From an optimization exercise on the open Yosys and OpenROAD flow, aimed at small area; shortcuts taken in it are not production practice. Only simulation tests tie the RTL to the original design; equivalence was not proved. Power and IR drop assume default switching activity.

==> design.v <==
`timescale 1ns/10ps
`default_nettype none
module sync_regen (
    input  wire        PCLK_i,
    input  wire        rst_i,
    input  wire        hs_i,
    input  wire        vs_i,
    input  wire        hs_pol_i,
    input  wire        vs_pol_i,
    input  wire [63:0] timing_cfg_i,
    output wire [25:0] sync_o
);
    wire [7:0]  cfg_h_synclen   = timing_cfg_i[63:56];
    wire [8:0]  cfg_h_backporch = timing_cfg_i[55:47];
    wire [11:0] cfg_h_active    = timing_cfg_i[46:35];
    wire [3:0]  cfg_v_synclen   = timing_cfg_i[34:31];
    wire [8:0]  cfg_v_backporch = timing_cfg_i[30:22];
    wire [10:0] cfg_v_active    = timing_cfg_i[21:11];
    wire [10:0] cfg_v_sof_line  = timing_cfg_i[10:0];
    reg         hs_act_q, vs_act_q, line_pend;
    reg  [11:0] h_cnt;
    reg  [10:0] v_cnt;
    reg         hsync_q, vsync_q, de_q, sof_q;
    reg  [10:0] xpos_q, ypos_q;
    wire hs_act = hs_i ~^ hs_pol_i;
    wire vs_act = vs_i ~^ vs_pol_i;
    wire h_edge = hs_act_q & ~hs_act;
    wire v_edge = vs_act_q & ~vs_act;
    wire [12:0] xa = {1'b0, h_cnt};
    wire [12:0] xb = ~{5'd0, cfg_h_synclen};
    wire [12:0] xc = ~{4'd0, cfg_h_backporch};
    wire [12:0] xs = xa ^ xb ^ xc;
    wire [13:0] xk = {(xa & xb) | (xa & xc) | (xb & xc), 1'b1};
    wire [13:0] xr;
    wire [12:0] x_d;
    assign xr[0] = 1'b1;
    genvar gi;
    generate
        for (gi = 0; gi < 13; gi = gi + 1) begin : g_x
            assign x_d[gi]  = xs[gi] ^ xk[gi] ^ xr[gi];
            assign xr[gi+1] = (xs[gi] & xk[gi]) | (xr[gi] & (xs[gi] ^ xk[gi]));
        end
    endgenerate
    wire [11:0] ya = {1'b0, v_cnt};
    wire [11:0] yb = ~{8'd0, cfg_v_synclen};
    wire [11:0] yc = ~{3'd0, cfg_v_backporch};
    wire [11:0] ys = ya ^ yb ^ yc;
    wire [12:0] yk = {(ya & yb) | (ya & yc) | (yb & yc), 1'b1};
    wire [12:0] yr;
    wire [11:0] y_d;
    assign yr[0] = 1'b1;
    generate
        for (gi = 0; gi < 12; gi = gi + 1) begin : g_y
            assign y_d[gi]  = ys[gi] ^ yk[gi] ^ yr[gi];
            assign yr[gi+1] = (ys[gi] & yk[gi]) | (yr[gi] & (ys[gi] ^ yk[gi]));
        end
    endgenerate
    wire [12:0] hb;
    wire [11:0] vb;
    assign hb[0] = 1'b0;
    assign vb[0] = 1'b0;
    generate
        for (gi = 0; gi < 12; gi = gi + 1) begin : g_hc
            assign hb[gi+1] = (~x_d[gi] & cfg_h_active[gi]) | (~(x_d[gi] ^ cfg_h_active[gi]) & hb[gi]);
        end
        for (gi = 0; gi < 11; gi = gi + 1) begin : g_vc
            assign vb[gi+1] = (~y_d[gi] & cfg_v_active[gi]) | (~(y_d[gi] ^ cfg_v_active[gi]) & vb[gi]);
        end
    endgenerate
    wire h_in = ~x_d[12] & hb[12];
    wire v_in = ~y_d[11] & vb[11];
    wire [12:0] hc;
    wire [11:0] vc;
    wire [11:0] h_inc;
    wire [10:0] v_inc;
    assign hc[0] = 1'b1;
    assign vc[0] = 1'b1;
    generate
        for (gi = 0; gi < 12; gi = gi + 1) begin : g_hi
            assign h_inc[gi] = h_cnt[gi] ^ hc[gi];
            assign hc[gi+1]  = h_cnt[gi] & hc[gi];
        end
        for (gi = 0; gi < 11; gi = gi + 1) begin : g_vi
            assign v_inc[gi] = v_cnt[gi] ^ vc[gi];
            assign vc[gi+1]  = v_cnt[gi] & vc[gi];
        end
    endgenerate
    wire [10:0] v_next = line_pend ? 11'd1 : v_inc;
    always @(posedge PCLK_i) begin
        if (rst_i) begin
            hs_act_q  <= 1'b0;
            vs_act_q  <= 1'b0;
            h_cnt     <= 12'd0;
            v_cnt     <= 11'd0;
            line_pend <= 1'b0;
            hsync_q   <= 1'b0;
            vsync_q   <= 1'b0;
            de_q      <= 1'b0;
            sof_q     <= 1'b0;
        end else begin
            hs_act_q <= hs_act;
            vs_act_q <= vs_act;
            de_q     <= h_in & v_in;
            if (h_edge) begin
                h_cnt   <= 12'd0;
                hsync_q <= 1'b0;
                v_cnt   <= v_next;
                sof_q   <= (v_next == cfg_v_sof_line);
                if (line_pend) begin
                    vsync_q <= 1'b0;
                end else if (v_inc == {7'd0, cfg_v_synclen}) begin
                    vsync_q <= 1'b1;
                end
            end else begin
                h_cnt <= h_inc;
                if (h_inc == {4'd0, cfg_h_synclen}) begin
                    hsync_q <= 1'b1;
                end
            end
            if (v_edge) begin
                line_pend <= 1'b1;
            end else if (h_edge) begin
                line_pend <= 1'b0;
            end
        end
    end
    always @(posedge PCLK_i) begin
        xpos_q <= x_d[10:0];
        ypos_q <= y_d[10:0];
    end
    reg [3:0]  c1_q, c2_q, c3_q, c4_q;
    reg [21:0] p1_q, p2_q, p3_q, p4_q;
    always @(posedge PCLK_i) begin
        if (rst_i) begin
            c1_q <= 4'd0;
            c2_q <= 4'd0;
            c3_q <= 4'd0;
            c4_q <= 4'd0;
        end else begin
            c1_q <= {hsync_q, vsync_q, de_q, sof_q};
            c2_q <= c1_q;
            c3_q <= c2_q;
            c4_q <= c3_q;
        end
        p1_q <= {xpos_q, ypos_q};
        p2_q <= p1_q;
        p3_q <= p2_q;
        p4_q <= p3_q;
    end
    assign sync_o = {c4_q[3:1], p4_q, c4_q[0]};
endmodule
`default_nettype wire
`timescale 1ns/10ps
`default_nettype none
module csc_ycbcr_rgb (
    input  wire        PCLK_i,
    input  wire        rst_i,
    input  wire        csc_en_i,
    input  wire        csc_mode_i,
    input  wire [23:0] video_i,
    output reg  [23:0] video_o
);
    reg  [23:0] d1_q, d2_q, d3_q, d4_q;
    reg         mode_q;
    wire [9:0]  r_s, g_s, b_s;
    csc_conv u_conv (
        .p   (d4_q),
        .m   (mode_q),
        .r_s (r_s),
        .g_s (g_s),
        .b_s (b_s)
    );
    function [7:0] clamp8;
        input [9:0] s;
        begin
            clamp8 = s[9] ? 8'd0 : s[8] ? 8'd255 : s[7:0];
        end
    endfunction
    always @(posedge PCLK_i) begin
        d1_q   <= video_i;
        d2_q   <= d1_q;
        d3_q   <= d2_q;
        d4_q   <= d3_q;
        mode_q <= csc_mode_i;
        if (rst_i) begin
            video_o <= 24'd0;
        end else if (csc_en_i) begin
            video_o <= {clamp8(r_s), clamp8(g_s), clamp8(b_s)};
        end else begin
            video_o <= d4_q;
        end
    end
endmodule
module csc_conv (
    input  wire [23:0] p,
    input  wire        m,
    output wire [9:0]  r_s,
    output wire [9:0]  g_s,
    output wire [9:0]  b_s
);
    wire t0 = p[16] & ~m;
    wire t1 = p[17] & ~m;
    wire t2 = p[18] & ~m;
    wire t3 = p[19] & m;
    wire t4 = p[19] & ~m;
    wire t5 = p[19] ^ m;
    wire t6 = p[20] ^ m;
    wire t7 = p[20] & ~m;
    wire t8 = p[21] ^ m;
    wire t9 = p[21] & ~m;
    wire t10 = p[22] & ~m;
    wire t11 = p[22] & m;
    wire t12 = p[22] ^ m;
    wire t13 = p[23] ^ m;
    wire t14 = p[23] & ~m;
    wire t15 = p[23] & m;
    wire t16 = ~p[20];
    wire t17 = t13 ^ m;
    wire t18 = t17 ^ t16;
    wire t19 = (t13 & m) | (t17 & t16);
    wire t20 = t18 & ~p[21];
    wire t21 = t3 ^ t19;
    wire t22 = t21 ^ t20;
    wire t23 = (t3 & t19) | (t21 & t20);
    wire t24 = t22 & ~p[16];
    wire t25 = t14 ^ p[16];
    wire t26 = t25 ^ t23;
    wire t27 = (t14 & p[16]) | (t25 & t23);
    wire t28 = ~t6;
    wire t29 = t24 ^ t26;
    wire t30 = t29 ^ t28;
    wire t31 = (t24 & t26) | (t29 & t28);
    wire t32 = t30 & ~p[17];
    wire t33 = p[18] ^ p[17];
    wire t34 = t33 ^ t27;
    wire t35 = (p[18] & p[17]) | (t33 & t27);
    wire t36 = t31 ^ t32;
    wire t37 = t36 ^ t34;
    wire t38 = (t31 & t32) | (t36 & t34);
    wire t39 = ~t37;
    wire t40 = (t0 & t8) | (t0 & t39) | (t8 & t39);
    wire t41 = t35 ^ t38;
    wire t42 = t41 ^ t1;
    wire t43 = (t35 & t38) | (t41 & t1);
    wire t44 = t4 ^ t10;
    wire t45 = t44 ^ t40;
    wire t46 = (t4 & t10) | (t44 & t40);
    wire t47 = t42 & ~t45;
    wire t48 = p[16] ^ t11;
    wire t49 = t48 ^ m;
    wire t50 = (p[16] & t11) | (t48 & m);
    wire t51 = t2 ^ t5;
    wire t52 = t51 ^ t7;
    wire t53 = (t2 & t5) | (t51 & t7);
    wire t54 = t43 ^ t47;
    wire t55 = t54 ^ t49;
    wire t56 = (t43 & t47) | (t54 & t49);
    wire t57 = t14 ^ t1;
    wire t58 = t57 ^ t46;
    wire t59 = (t14 & t1) | (t57 & t46);
    wire t60 = ~t55;
    wire t61 = (t52 & t58) | (t52 & t60) | (t58 & t60);
    wire t62 = p[16] ^ p[17];
    wire t63 = t62 ^ t15;
    wire t64 = (p[16] & p[17]) | (t62 & t15);
    wire t65 = t6 ^ t9;
    wire t66 = t65 ^ t53;
    wire t67 = (t6 & t9) | (t65 & t53);
    wire t68 = t50 ^ t56;
    wire t69 = t68 ^ t63;
    wire t70 = (t50 & t56) | (t68 & t63);
    wire t71 = t59 ^ t61;
    wire t72 = t71 ^ p[8];
    wire t73 = (t59 & t61) | (t71 & p[8]);
    wire t74 = ~t69;
    wire t75 = t66 ^ t72;
    wire t76 = t75 ^ t74;
    wire t77 = (t66 & t72) | (t75 & t74);
    wire t78 = p[9] ^ p[17];
    wire t79 = t78 ^ p[18];
    wire t80 = (p[9] & p[17]) | (t78 & p[18]);
    wire t81 = t8 ^ t10;
    wire t82 = t81 ^ m;
    wire t83 = (t8 & t10) | (t81 & m);
    wire t84 = p[8] ^ t64;
    wire t85 = t84 ^ t70;
    wire t86 = (p[8] & t64) | (t84 & t70);
    wire t87 = t67 ^ t73;
    wire t88 = t87 ^ t77;
    wire t89 = (t67 & t73) | (t87 & t77);
    wire t90 = ~t82;
    wire t91 = t79 ^ t85;
    wire t92 = t91 ^ t90;
    wire t93 = (t79 & t85) | (t91 & t90);
    wire t94 = t92 & ~t88;
    wire t95 = t92 ^ t88;
    wire t96 = p[10] ^ p[18];
    wire t97 = t96 ^ p[19];
    wire t98 = (p[10] & p[18]) | (t96 & p[19]);
    wire t99 = t12 ^ t14;
    wire t100 = t99 ^ t83;
    wire t101 = (t12 & t14) | (t99 & t83);
    wire t102 = m ^ t80;
    wire t103 = t102 ^ t86;
    wire t104 = (m & t80) | (t102 & t86);
    wire t105 = t93 ^ t94;
    wire t106 = t105 ^ t97;
    wire t107 = (t93 & t94) | (t105 & t97);
    wire t108 = ~t89;
    wire t109 = t103 ^ t106;
    wire t110 = t109 ^ t108;
    wire t111 = (t103 & t106) | (t109 & t108);
    wire t112 = t110 & ~t100;
    wire t113 = t110 ^ t100;
    wire t114 = p[11] ^ p[19];
    wire t115 = t114 ^ p[20];
    wire t116 = (p[11] & p[19]) | (t114 & p[20]);
    wire t117 = m ^ t98;
    wire t118 = t117 ^ t104;
    wire t119 = (m & t98) | (t117 & t104);
    wire t120 = t107 ^ t111;
    wire t121 = t120 ^ t112;
    wire t122 = (t107 & t111) | (t120 & t112);
    wire t123 = t115 ^ t118;
    wire t124 = t123 ^ t121;
    wire t125 = (t115 & t118) | (t123 & t121);
    wire t126 = ~t124;
    wire t127 = t13 ^ t101;
    wire t128 = t127 ^ t126;
    wire t129 = (t13 & t101) | (t127 & t126);
    wire t130 = p[12] ^ p[20];
    wire t131 = t130 ^ p[21];
    wire t132 = (p[12] & p[20]) | (t130 & p[21]);
    wire t133 = t116 ^ t119;
    wire t134 = t133 ^ t122;
    wire t135 = (t116 & t119) | (t133 & t122);
    wire t136 = t125 ^ t131;
    wire t137 = t136 ^ t134;
    wire t138 = (t125 & t131) | (t136 & t134);
    wire t139 = ~t137;
    wire t140 = m ^ t129;
    wire t141 = t140 ^ t139;
    wire t142 = (m & t129) | (t140 & t139);
    wire t143 = p[21] ^ p[22];
    wire t144 = t143 ^ t132;
    wire t145 = (p[21] & p[22]) | (t143 & t132);
    wire t146 = t135 ^ t138;
    wire t147 = t146 ^ t144;
    wire t148 = (t135 & t138) | (t146 & t144);
    wire t149 = ~t147;
    wire t150 = t142 ^ p[13];
    wire t151 = t150 ^ t149;
    wire t152 = (t142 & p[13]) | (t150 & t149);
    wire t153 = p[14] ^ p[22];
    wire t154 = t153 ^ p[23];
    wire t155 = (p[14] & p[22]) | (t153 & p[23]);
    wire t156 = p[13] ^ t145;
    wire t157 = t156 ^ t148;
    wire t158 = (p[13] & t145) | (t156 & t148);
    wire t159 = ~t152;
    wire t160 = t154 ^ t157;
    wire t161 = t160 ^ t159;
    wire t162 = (t154 & t157) | (t160 & t159);
    wire t163 = p[15] ^ p[23];
    wire t164 = t163 ^ t155;
    wire t165 = (p[15] & p[23]) | (t163 & t155);
    wire t166 = t158 ^ t162;
    wire t167 = t166 ^ t164;
    wire t168 = (t158 & t162) | (t166 & t164);
    wire t169 = t168 & ~t165;
    wire t170 = t168 ^ t165;
    wire t171 = t169 & ~t165;
    wire t172 = t169 ^ t165;
    wire t173 = p[0] ^ m;
    wire t174 = p[1] & m;
    wire t175 = p[1] & ~m;
    wire t176 = p[2] ^ m;
    wire t177 = p[3] & ~m;
    wire t178 = p[3] ^ m;
    wire t179 = p[4] & ~m;
    wire t180 = p[4] ^ m;
    wire t181 = p[5] & m;
    wire t182 = p[5] & ~m;
    wire t183 = p[5] ^ m;
    wire t184 = p[6] & m;
    wire t185 = p[6] & ~m;
    wire t186 = p[6] ^ m;
    wire t187 = p[7] & m;
    wire t188 = p[7] & ~m;
    wire t189 = p[7] ^ m;
    wire t190 = p[4] ^ t181;
    wire t191 = t190 ^ t184;
    wire t192 = (p[4] & t181) | (t190 & t184);
    wire t193 = ~t176;
    wire t194 = m ^ t191;
    wire t195 = t194 ^ t193;
    wire t196 = (m & t191) | (t194 & t193);
    wire t197 = t195 & ~p[7];
    wire t198 = m ^ t192;
    wire t199 = t198 ^ t196;
    wire t200 = (m & t192) | (t198 & t196);
    wire t201 = ~t173;
    wire t202 = (t197 & t199) | (t197 & t201) | (t199 & t201);
    wire t203 = t187 ^ m;
    wire t204 = t203 ^ t200;
    wire t205 = (t187 & m) | (t203 & t200);
    wire t206 = ~t174;
    wire t207 = (t202 & t204) | (t202 & t206) | (t204 & t206);
    wire t208 = t205 ^ t207;
    wire t209 = t208 ^ p[0];
    wire t210 = (t205 & t207) | (t208 & p[0]);
    wire t211 = p[1] ^ t176;
    wire t212 = t211 ^ t177;
    wire t213 = (p[1] & t176) | (t211 & t177);
    wire t214 = t209 & ~t212;
    wire t215 = m ^ t210;
    wire t216 = t215 ^ t214;
    wire t217 = (m & t210) | (t215 & t214);
    wire t218 = t175 ^ t178;
    wire t219 = t218 ^ t179;
    wire t220 = (t175 & t178) | (t218 & t179);
    wire t221 = p[0] ^ t213;
    wire t222 = t221 ^ t219;
    wire t223 = (p[0] & t213) | (t221 & t219);
    wire t224 = t216 & ~t222;
    wire t225 = m & ~p[22];
    wire t226 = t225 & ~p[18];
    wire t227 = p[16] ^ p[17];
    wire t228 = t227 ^ p[19];
    wire t229 = (p[16] & p[17]) | (t227 & p[19]);
    wire t230 = p[20] ^ p[21];
    wire t231 = t230 ^ t12;
    wire t232 = (p[20] & p[21]) | (t230 & t12);
    wire t233 = p[18] ^ t226;
    wire t234 = t233 ^ t228;
    wire t235 = (p[18] & t226) | (t233 & t228);
    wire t236 = ~t13;
    wire t237 = t231 ^ t234;
    wire t238 = t237 ^ t236;
    wire t239 = (t231 & t234) | (t237 & t236);
    wire t240 = t238 & ~m;
    wire t241 = p[18] ^ t9;
    wire t242 = t241 ^ t229;
    wire t243 = (p[18] & t9) | (t241 & t229);
    wire t244 = t232 ^ t235;
    wire t245 = t244 ^ t239;
    wire t246 = (t232 & t235) | (t244 & t239);
    wire t247 = t240 ^ t242;
    wire t248 = t247 ^ t245;
    wire t249 = (t240 & t242) | (t247 & t245);
    wire t250 = t248 & ~m;
    wire t251 = p[19] ^ p[22];
    wire t252 = t251 ^ p[23];
    wire t253 = (p[19] & p[22]) | (t251 & p[23]);
    wire t254 = t243 ^ t246;
    wire t255 = t254 ^ t249;
    wire t256 = (t243 & t246) | (t254 & t249);
    wire t257 = t250 ^ t0;
    wire t258 = t257 ^ t252;
    wire t259 = (t250 & t0) | (t257 & t252);
    wire t260 = t255 & t258;
    wire t261 = p[20] ^ t14;
    wire t262 = t261 ^ t253;
    wire t263 = (p[20] & t14) | (t261 & t253);
    wire t264 = p[16] ^ t1;
    wire t265 = t264 ^ m;
    wire t266 = (p[16] & t1) | (t264 & m);
    wire t267 = t256 ^ t259;
    wire t268 = t267 ^ t260;
    wire t269 = (t256 & t259) | (t267 & t260);
    wire t270 = ~t0;
    wire t271 = t262 ^ t268;
    wire t272 = t271 ^ t270;
    wire t273 = (t262 & t268) | (t271 & t270);
    wire t274 = t272 & ~t265;
    wire t275 = t217 ^ t224;
    wire t276 = t275 ^ p[21];
    wire t277 = (t217 & t224) | (t275 & p[21]);
    wire t278 = p[2] ^ t180;
    wire t279 = t278 ^ t182;
    wire t280 = (p[2] & t180) | (t278 & t182);
    wire t281 = t263 ^ t269;
    wire t282 = t281 ^ t273;
    wire t283 = (t263 & t269) | (t281 & t273);
    wire t284 = t220 ^ t223;
    wire t285 = t284 ^ p[17];
    wire t286 = (t220 & t223) | (t284 & p[17]);
    wire t287 = t274 ^ t276;
    wire t288 = t287 ^ t282;
    wire t289 = (t274 & t276) | (t287 & t282);
    wire t290 = t2 ^ t266;
    wire t291 = t290 ^ p[8];
    wire t292 = (t2 & t266) | (t290 & p[8]);
    wire t293 = t279 ^ t285;
    wire t294 = t293 ^ t291;
    wire t295 = (t279 & t285) | (t293 & t291);
    wire t296 = t288 & ~t294;
    wire t297 = t288 ^ t294;
    wire t298 = p[9] ^ p[22];
    wire t299 = t298 ^ p[8];
    wire t300 = (p[9] & p[22]) | (t298 & p[8]);
    wire t301 = p[3] ^ t183;
    wire t302 = t301 ^ t185;
    wire t303 = (p[3] & t183) | (t301 & t185);
    wire t304 = t277 ^ t283;
    wire t305 = t304 ^ t289;
    wire t306 = (t277 & t283) | (t304 & t289);
    wire t307 = p[18] ^ t4;
    wire t308 = t307 ^ t280;
    wire t309 = (p[18] & t4) | (t307 & t280);
    wire t310 = t296 ^ t299;
    wire t311 = t310 ^ t305;
    wire t312 = (t296 & t299) | (t310 & t305);
    wire t313 = t286 ^ t292;
    wire t314 = t313 ^ t295;
    wire t315 = (t286 & t292) | (t313 & t295);
    wire t316 = t302 ^ t308;
    wire t317 = t316 ^ t314;
    wire t318 = (t302 & t308) | (t316 & t314);
    wire t319 = t311 & ~t317;
    wire t320 = t311 ^ t317;
    wire t321 = p[10] ^ p[23];
    wire t322 = t321 ^ m;
    wire t323 = (p[10] & p[23]) | (t321 & m);
    wire t324 = p[4] ^ t186;
    wire t325 = t324 ^ t188;
    wire t326 = (p[4] & t186) | (t324 & t188);
    wire t327 = t300 ^ t306;
    wire t328 = t327 ^ t312;
    wire t329 = (t300 & t306) | (t327 & t312);
    wire t330 = p[19] ^ t7;
    wire t331 = t330 ^ t303;
    wire t332 = (p[19] & t7) | (t330 & t303);
    wire t333 = t319 ^ t322;
    wire t334 = t333 ^ t328;
    wire t335 = (t319 & t322) | (t333 & t328);
    wire t336 = t309 ^ t315;
    wire t337 = t336 ^ t318;
    wire t338 = (t309 & t315) | (t336 & t318);
    wire t339 = t325 ^ t331;
    wire t340 = t339 ^ t337;
    wire t341 = (t325 & t331) | (t339 & t337);
    wire t342 = t334 & ~t340;
    wire t343 = t334 ^ t340;
    wire t344 = p[11] ^ m;
    wire t345 = t344 ^ t323;
    wire t346 = (p[11] & m) | (t344 & t323);
    wire t347 = p[5] ^ t189;
    wire t348 = t347 ^ p[20];
    wire t349 = (p[5] & t189) | (t347 & p[20]);
    wire t350 = t329 ^ t335;
    wire t351 = t350 ^ t342;
    wire t352 = (t329 & t335) | (t350 & t342);
    wire t353 = t9 ^ t326;
    wire t354 = t353 ^ t332;
    wire t355 = (t9 & t326) | (t353 & t332);
    wire t356 = t338 ^ t341;
    wire t357 = t356 ^ t348;
    wire t358 = (t338 & t341) | (t356 & t348);
    wire t359 = ~t354;
    wire t360 = t345 ^ t351;
    wire t361 = t360 ^ t359;
    wire t362 = (t345 & t351) | (t360 & t359);
    wire t363 = t361 & ~t357;
    wire t364 = t361 ^ t357;
    wire t365 = p[12] ^ t346;
    wire t366 = t365 ^ t352;
    wire t367 = (p[12] & t346) | (t365 & t352);
    wire t368 = p[6] ^ p[21];
    wire t369 = t368 ^ t10;
    wire t370 = (p[6] & p[21]) | (t368 & t10);
    wire t371 = t362 ^ t363;
    wire t372 = t371 ^ t366;
    wire t373 = (t362 & t363) | (t371 & t366);
    wire t374 = m ^ t349;
    wire t375 = t374 ^ t355;
    wire t376 = (m & t349) | (t374 & t355);
    wire t377 = t358 ^ t369;
    wire t378 = t377 ^ t375;
    wire t379 = (t358 & t369) | (t377 & t375);
    wire t380 = t372 & ~t378;
    wire t381 = t372 ^ t378;
    wire t382 = p[13] ^ t367;
    wire t383 = t382 ^ t373;
    wire t384 = (p[13] & t367) | (t382 & t373);
    wire t385 = p[7] ^ p[22];
    wire t386 = t385 ^ t14;
    wire t387 = (p[7] & p[22]) | (t385 & t14);
    wire t388 = m ^ t370;
    wire t389 = t388 ^ t376;
    wire t390 = (m & t370) | (t388 & t376);
    wire t391 = t379 ^ t386;
    wire t392 = t391 ^ t389;
    wire t393 = (t379 & t386) | (t391 & t389);
    wire t394 = ~t392;
    wire t395 = t380 ^ t383;
    wire t396 = t395 ^ t394;
    wire t397 = (t380 & t383) | (t395 & t394);
    wire t398 = p[23] ^ t387;
    wire t399 = t398 ^ t390;
    wire t400 = (p[23] & t387) | (t398 & t390);
    wire t401 = t393 ^ p[14];
    wire t402 = t401 ^ t399;
    wire t403 = (t393 & p[14]) | (t401 & t399);
    wire t404 = ~t402;
    wire t405 = t384 ^ t397;
    wire t406 = t405 ^ t404;
    wire t407 = (t384 & t397) | (t405 & t404);
    wire t408 = p[15] ^ p[14];
    wire t409 = t408 ^ t407;
    wire t410 = (p[15] & p[14]) | (t408 & t407);
    wire t411 = ~t409;
    wire t412 = t400 ^ t403;
    wire t413 = t412 ^ t411;
    wire t414 = (t400 & t403) | (t412 & t411);
    wire t415 = t414 | t410;
    wire t416 = t414 ^ t410;
    wire t417 = t415 | t410;
    wire t418 = t415 ^ t410;
    wire t419 = p[0] & m;
    wire t420 = p[2] & m;
    wire t421 = p[3] & m;
    wire t422 = p[4] & m;
    wire t423 = (p[0] & t188) | (p[0] & m) | (t188 & m);
    wire t424 = p[5] ^ t184;
    wire t425 = t424 ^ t423;
    wire t426 = (p[5] & t184) | (t424 & t423);
    wire t427 = t178 & ~t425;
    wire t428 = t185 ^ t426;
    wire t429 = t428 ^ p[1];
    wire t430 = (t185 & t426) | (t428 & p[1]);
    wire t431 = ~t429;
    wire t432 = (t180 & t427) | (t180 & t431) | (t427 & t431);
    wire t433 = t174 ^ p[2];
    wire t434 = t433 ^ t178;
    wire t435 = (t174 & p[2]) | (t433 & t178);
    wire t436 = t181 ^ p[1];
    wire t437 = t436 ^ t432;
    wire t438 = (t181 & p[1]) | (t436 & t432);
    wire t439 = ~t430;
    wire t440 = t434 ^ t437;
    wire t441 = t440 ^ t439;
    wire t442 = (t434 & t437) | (t440 & t439);
    wire t443 = t441 & ~t419;
    wire t444 = t420 ^ t180;
    wire t445 = t444 ^ t184;
    wire t446 = (t420 & t180) | (t444 & t184);
    wire t447 = p[0] ^ t183;
    wire t448 = t447 ^ m;
    wire t449 = (p[0] & t183) | (t447 & m);
    wire t450 = t419 ^ t435;
    wire t451 = t450 ^ t438;
    wire t452 = (t419 & t435) | (t450 & t438);
    wire t453 = t442 ^ t443;
    wire t454 = t453 ^ t445;
    wire t455 = (t442 & t443) | (t453 & t445);
    wire t456 = ~t448;
    wire t457 = (t451 & t454) | (t451 & t456) | (t454 & t456);
    wire t458 = t187 ^ t446;
    wire t459 = t458 ^ t452;
    wire t460 = (t187 & t446) | (t458 & t452);
    wire t461 = p[1] ^ t186;
    wire t462 = t461 ^ t449;
    wire t463 = (p[1] & t186) | (t461 & t449);
    wire t464 = t455 ^ t457;
    wire t465 = t464 ^ t459;
    wire t466 = (t455 & t457) | (t464 & t459);
    wire t467 = t465 & ~t462;
    wire t468 = p[8] ^ t421;
    wire t469 = t468 ^ t460;
    wire t470 = (p[8] & t421) | (t468 & t460);
    wire t471 = p[2] ^ p[5];
    wire t472 = t471 ^ t189;
    wire t473 = (p[2] & p[5]) | (t471 & t189);
    wire t474 = t466 ^ t467;
    wire t475 = t474 ^ m;
    wire t476 = (t466 & t467) | (t474 & m);
    wire t477 = ~t463;
    wire t478 = t469 ^ t475;
    wire t479 = t478 ^ t477;
    wire t480 = (t469 & t475) | (t478 & t477);
    wire t481 = t479 & ~t472;
    wire t482 = t479 ^ t472;
    wire t483 = p[9] ^ p[0];
    wire t484 = t483 ^ t422;
    wire t485 = (p[9] & p[0]) | (t483 & t422);
    wire t486 = p[3] ^ t182;
    wire t487 = t486 ^ p[6];
    wire t488 = (p[3] & t182) | (t486 & p[6]);
    wire t489 = t470 ^ t476;
    wire t490 = t489 ^ t480;
    wire t491 = (t470 & t476) | (t489 & t480);
    wire t492 = m ^ t473;
    wire t493 = t492 ^ t487;
    wire t494 = (m & t473) | (t492 & t487);
    wire t495 = t481 ^ t484;
    wire t496 = t495 ^ t490;
    wire t497 = (t481 & t484) | (t495 & t490);
    wire t498 = t496 & ~t493;
    wire t499 = t496 ^ t493;
    wire t500 = p[10] ^ p[1];
    wire t501 = t500 ^ t485;
    wire t502 = (p[10] & p[1]) | (t500 & t485);
    wire t503 = p[4] ^ p[5];
    wire t504 = t503 ^ t185;
    wire t505 = (p[4] & p[5]) | (t503 & t185);
    wire t506 = t491 ^ t497;
    wire t507 = t506 ^ t498;
    wire t508 = (t491 & t497) | (t506 & t498);
    wire t509 = p[7] ^ t488;
    wire t510 = t509 ^ t494;
    wire t511 = (p[7] & t488) | (t509 & t494);
    wire t512 = ~t504;
    wire t513 = t501 ^ t507;
    wire t514 = t513 ^ t512;
    wire t515 = (t501 & t507) | (t513 & t512);
    wire t516 = t514 & ~t510;
    wire t517 = t514 ^ t510;
    wire t518 = p[11] ^ p[2];
    wire t519 = t518 ^ m;
    wire t520 = (p[11] & p[2]) | (t518 & m);
    wire t521 = p[6] ^ t188;
    wire t522 = t521 ^ t505;
    wire t523 = (p[6] & t188) | (t521 & t505);
    wire t524 = t502 ^ t508;
    wire t525 = t524 ^ t515;
    wire t526 = (t502 & t508) | (t524 & t515);
    wire t527 = t516 ^ t519;
    wire t528 = t527 ^ t525;
    wire t529 = (t516 & t519) | (t527 & t525);
    wire t530 = ~t528;
    wire t531 = t511 ^ t522;
    wire t532 = t531 ^ t530;
    wire t533 = (t511 & t522) | (t531 & t530);
    wire t534 = p[12] ^ p[3];
    wire t535 = t534 ^ m;
    wire t536 = (p[12] & p[3]) | (t534 & m);
    wire t537 = p[7] ^ t523;
    wire t538 = t537 ^ t533;
    wire t539 = (p[7] & t523) | (t537 & t533);
    wire t540 = t520 ^ t526;
    wire t541 = t540 ^ t529;
    wire t542 = (t520 & t526) | (t540 & t529);
    wire t543 = ~t538;
    wire t544 = t535 ^ t541;
    wire t545 = t544 ^ t543;
    wire t546 = (t535 & t541) | (t544 & t543);
    wire t547 = p[13] ^ p[4];
    wire t548 = t547 ^ t536;
    wire t549 = (p[13] & p[4]) | (t547 & t536);
    wire t550 = t542 ^ t546;
    wire t551 = t550 ^ t548;
    wire t552 = (t542 & t546) | (t550 & t548);
    wire t553 = ~t551;
    wire t554 = m ^ t539;
    wire t555 = t554 ^ t553;
    wire t556 = (m & t539) | (t554 & t553);
    wire t557 = p[5] ^ t549;
    wire t558 = t557 ^ t552;
    wire t559 = (p[5] & t549) | (t557 & t552);
    wire t560 = ~t558;
    wire t561 = t556 ^ p[14];
    wire t562 = t561 ^ t560;
    wire t563 = (t556 & p[14]) | (t561 & t560);
    wire t564 = p[6] ^ p[14];
    wire t565 = t564 ^ t559;
    wire t566 = (p[6] & p[14]) | (t564 & t559);
    wire t567 = ~t565;
    wire t568 = t563 ^ p[15];
    wire t569 = t568 ^ t567;
    wire t570 = (t563 & p[15]) | (t568 & t567);
    wire t571 = p[7] ^ p[15];
    wire t572 = t571 ^ t566;
    wire t573 = (p[7] & p[15]) | (t571 & t566);
    wire t574 = t572 & ~t570;
    wire t575 = t572 ^ t570;
    wire t576 = t574 & ~t573;
    wire t577 = t574 ^ t573;
    assign r_s = {~t172, ~t170, t167, t161, ~t151, ~t141, ~t128, ~t113, ~t95, ~t76};
    assign g_s = {t418, t416, ~t413, t406, t396, ~t381, ~t364, ~t343, ~t320, ~t297};
    assign b_s = {~t577, ~t575, ~t569, ~t562, ~t555, t545, ~t532, ~t517, ~t499, ~t482};
endmodule
`default_nettype wire
`timescale 1ns/10ps
`default_nettype none
module video_frontend (
    input  wire        PCLK_i,
    input  wire        rst_i,
    input  wire [23:0] video_i,
    input  wire        hs_i,
    input  wire        vs_i,
    input  wire        hs_pol_i,
    input  wire        vs_pol_i,
    input  wire [63:0] timing_cfg_i,
    input  wire        csc_en_i,
    input  wire        csc_mode_i,
    output wire [23:0] video_o,
    output wire [25:0] sync_o
);
    sync_regen u_sync_regen (
        .PCLK_i       (PCLK_i),
        .rst_i        (rst_i),
        .hs_i         (hs_i),
        .vs_i         (vs_i),
        .hs_pol_i     (hs_pol_i),
        .vs_pol_i     (vs_pol_i),
        .timing_cfg_i (timing_cfg_i),
        .sync_o       (sync_o)
    );
    csc_ycbcr_rgb u_csc (
        .PCLK_i     (PCLK_i),
        .rst_i      (rst_i),
        .csc_en_i   (csc_en_i),
        .csc_mode_i (csc_mode_i),
        .video_i    (video_i),
        .video_o    (video_o)
    );
endmodule
`default_nettype wire
==> run.sh <==
#!/bin/bash
# synth_recipe.tcl (not shown) runs the flow's synth.tcl, then flattens the netlist and writes it again
# the make line also repeats each setting of config.mk as NAME=value (left out here)
make -C /OpenROAD-flow-scripts/flow DESIGN_CONFIG=/design/flow/config.mk WORK_HOME=/design/flow/orfs CLKGATE_MAP_FILE= SYNTH_SCRIPT=/design/flow/synth_recipe.tcl finish
==> config.mk <==
export PLATFORM = sky130hd
export DESIGN_NAME = video_frontend
export DESIGN_NICKNAME = video_frontend
export VERILOG_FILES = /design/flow/design.v
export SDC_FILE = /design/flow/constraint.sdc
export NUM_CORES = 4
export LEC_CHECK = 0
export CAP_MARGIN = 20
export CORE_MARGIN = 2
export CORE_UTILIZATION = 40
export SLEW_MARGIN = 20
==> constraint.sdc <==
create_clock -name core_clock -period 7.0 [get_ports {PCLK_i}]
set_input_delay 1.4000 -clock core_clock [delete_from_list [all_inputs] [get_ports {PCLK_i}]]
set_output_delay 1.4000 -clock core_clock [all_outputs]
set_load 0.01 [all_outputs]
==> results.ini <==
[outcome]
status=finished with violations
violations=setup timing

[synthesis]
synthCells=1057
synth_area_um2=12800
synth_cell_types=47
synth_ff_type=dfxtp_1
seq_area_frac_synth=0.434
synth_edf_count=0
async_reset_ff_frac=0
synth-seq-cells=277
syn-num-nets=1418
syn_avg_cell_area_um2=12.1
ys_warn_count=2

[power_and_ir_drop]
irDropWorstVdd_v=0.000626
power_frac_comb=0.640
powerDensity_nw_per_um2=587
finalPower_mw=9.73
power_frac_seq=0.198
clkPwrFrac=0.162
p_leak_nw=7.43
p_switching_mw=3.80
p_int_mw=5.93
netSwitchingFraction=0.390

[clocking]
clk_latency_ns=0.53
ctsHoldBuffers=0
htreeDepth=1
cts_tree=yes
numCtsBuffers=28
path_clk_slew_ns=0.06
cts_sinks=277
clk_path_buf_depth=3
clockRootBuffer=clkbuf_16

[routing]
wl_per_cell_um=14.7
dr_total_vias=7583
drt-total-wl_um=25300
viasPerCell=4.41
ant_nets=0
dr.pass1.iters=4
drc=0
drt_iter0_markers=240

[timing]
setup_viol=24
worst_pin_slew_ns=0.726
fmax_mhz=84.0
worst_slack_ns=-4.90
max_slew_margin=0.516
rsz0062_at_grt=true
setup_tns_ns=-107.06
finalCritPeriodShare=1.70
period_needed_ns=11.90
slew_violations=0
skew_ns=0.0173
finalHoldViolCount=0

[global_route]
grt_pass1_wl_um=42300
grt_pass1_vias=8319
grt_use_total=0.161
grt_max_degree=62
globalRouteOverflowTotal=0
antenna_found_initial=1

[die]
start_util=0.406
die_x_um=183
dieArea_um2=33400
die_h_um=183
rows=65
pin_count=146
fp.coreArea_um2=31500

[critical_path]
cp-start-kind=register
cpMostUsedCell=fa_1
end_kind=register
cp_slowest_stage_delay_ns=0.58
crit_arrival_ns=12.36
slowest_stage=fa_1
crit_required_ns=7.46
path_class=reg -> reg
path_max_fanout=7

[layout]
drive_gt1_frac=0.162
layout_commonest_cell=dfxtp_1
layout.nets=1658
n_antenna_cell=0
num-fill-cells=2690
final_cell_mix=276 x dfxtp_1, 210 x inv_1, 153 x fa_1, 144 x clkdlybuf4s50_1, 82 x buf_4
area_growth_pct=29.7

[run]
maxCapViolations=0

[place]
dpl.hpwl_um=20400
gp_congestion=0.868
port_buffers=145

[min_path]
timing.hold.worst.class=reg -> reg

## area by class of cell
type / count / area [um2] / area share
well taps: 402 / 503 / 0.0303
clock buffers: 35 / 800 / 0.0482
flip-flops and latches: 277 / 5550 / 0.335
clock inverters: 15 / 201 / 0.0121
multi-input cells: 540 / 6590 / 0.397
repair buffers: 231 / 2110 / 0.128
inverters: 219 / 826 / 0.0498
## through the flow
step	hold slack (ns)	cell area, um2	setup WS (ns)	util	cells
2_1_floorplan	0.310	12900	-5.31	-	1057
3_3_place_gp	0.310	15400	-4.85	0.488	1664
3_5_place_dp	0.312	15400	-5.16	0.488	1664
4_1_cts	0.316	16500	-4.95	0.525	1718
5_1_grt	0.323	16600	-5.34	0.527	1719
6_report	0.318	16600	-4.90	0.527	1719
## power groups by stage
stage / clock [mW] / combinational [mW] / sequential (mW)
3_5_place_dp: 0 / 5.48 / 1.96
3_3_place_gp: 0 / 5.24 / 1.96
5_1_grt: 1.70 / 7.10 / 1.95
4_1_cts: 1.62 / 5.98 / 1.93
6_report: 1.57 / 6.23 / 1.92
2_1_floorplan: 0 / 3.92 / 1.98
## state kept, by name (all words and copies together) (netlist names), 11 cells and up
name                 flops
u_sync_regen.ypos_q     11
u_csc.video_o           24
u_sync_regen.h_cnt      12
u_sync_regen.p3_q       22
u_sync_regen.p1_q       22
u_sync_regen.xpos_q     11
u_csc.d4_q              24
u_sync_regen.p4_q       22
u_csc.d1_q              24
u_csc.d3_q              24
u_sync_regen.p2_q       22
u_sync_regen.v_cnt      11
u_csc.d2_q              24
## critical path, delay by kind of cell, from the launching register on
| kind | cells | cell delay, ns |
|---|---|---|
| buf+inv | 7 | 0.49 |
| flops | 1 | 0.38 |
| xor+xnor | 1 | 0.15 |
| simple gates | 5 | 0.44 |
| compound gates | 3 | 0.33 |
| fa+ha+maj | 25 | 10.03 |
## cell families after synthesis
family | Yosys count | share of synthesized area
adder cells (fa/ha/maj) | 267 | 0.363
buffers and inverters | 240 | 0.0710
AND/OR/NAND/NOR | 146 | 0.0586
AO/OA/AOI/OAI | 82 | 0.0405
XOR/XNOR | 25 | 0.0171
multiplexers | 20 | 0.0158
flip-flops | 277 | 0.434
## timing repair
| action | in CTS | in global routing |
|---|---|---|
| pin swaps | 42 | 16 |
| gates resized for setup | 38 | 15 |
| buffers inserted | 4 | 1 |
| setup endpoints to repair | 24 | 24 |
## synthesized netlist by cell type, types with 2 or more instances
master / instances / share of area
maj3_1: 2 / 0.0016
mux2i_1: 19 / 0.015
o21ai_0: 8 / 0.0031
a2111oi_0: 2 / 0.0014
a31oi_1: 6 / 0.0029
buf_2: 5 / 0.0020
a21oi_1: 38 / 0.015
fa_1: 174 / 0.27
nand2_1: 22 / 0.0065
o211ai_1: 5 / 0.0029
nand3_1: 12 / 0.0047
xor2_1: 7 / 0.0048
a221oi_1: 2 / 0.0014
nand2b_1: 14 / 0.0069
and2_1: 12 / 0.0059
or2_2: 6 / 0.0029
xnor2_1: 18 / 0.012
clkbuf_1: 9 / 0.0026
o22ai_1: 4 / 0.0020
a31o_2: 2 / 0.0014
a21o_1: 5 / 0.0029
a211oi_1: 2 / 0.0012
dfxtp_1: 277 / 0.43
ha_1: 91 / 0.089
inv_1: 218 / 0.064
buf_1: 7 / 0.0021
nor2b_1: 18 / 0.0088
nand4_1: 4 / 0.0020
nor2_1: 42 / 0.012
nor3_1: 5 / 0.0020
nor4bb_1: 2 / 0.0016
nor4_1: 4 / 0.0020
## final timing paths
kind / from / to / slack, ns / cells after the start
max reg2reg: u_csc.mode_q / u_csc.video_o[5] / -4.90 / 41
min: u_csc.d2_q[15] / u_csc.d3_q[15] / 0.32 / 0
min reg2reg: u_csc.d2_q[15] / u_csc.d3_q[15] / 0.32 / 0
max: u_csc.mode_q / u_csc.video_o[5] / -4.90 / 41
## routing by layer
metal / vias to the layer above / wire length, um / track usage
li1: 3714 / - / -
met1: 3673 / 10500 / 0.198
met2: 160 / 12900 / 0.289
met3: 36 / 1370 / 0.0328
met4: 0 / 578 / 0.0413
met5: - / 0 / 0

[static timing again, ports no longer ideal]
Ports are ideal in the flow. The routed layout listed here was re-timed in OpenROAD.
Step 1 (the two cells are an assumption about what drives the block):
set clk [get_ports {PCLK_i}]
set_driving_cell -lib_cell sky130_fd_sc_hd__clkbuf_16 $clk
set_driving_cell -lib_cell sky130_fd_sc_hd__buf_2 [delete_from_list [all_inputs] $clk]
Step 2 moves the port delays by t, midway between the first and last clock arrival at a register: inputs arrive t later, outputs are due t later. That takes back most of the time a late clock gives input paths.
Slacks: ideal ports / drivers / drivers and shift; pairs: ideal ports / drivers.
t (ns): 0.568
slack for setup (ns): -4.901 / -4.901 / -4.901
cell pins on the clock port's net: 1
For this run, drivers alone change the setup slack by 0.000 ns; drivers and shift together by 0.000 ns.
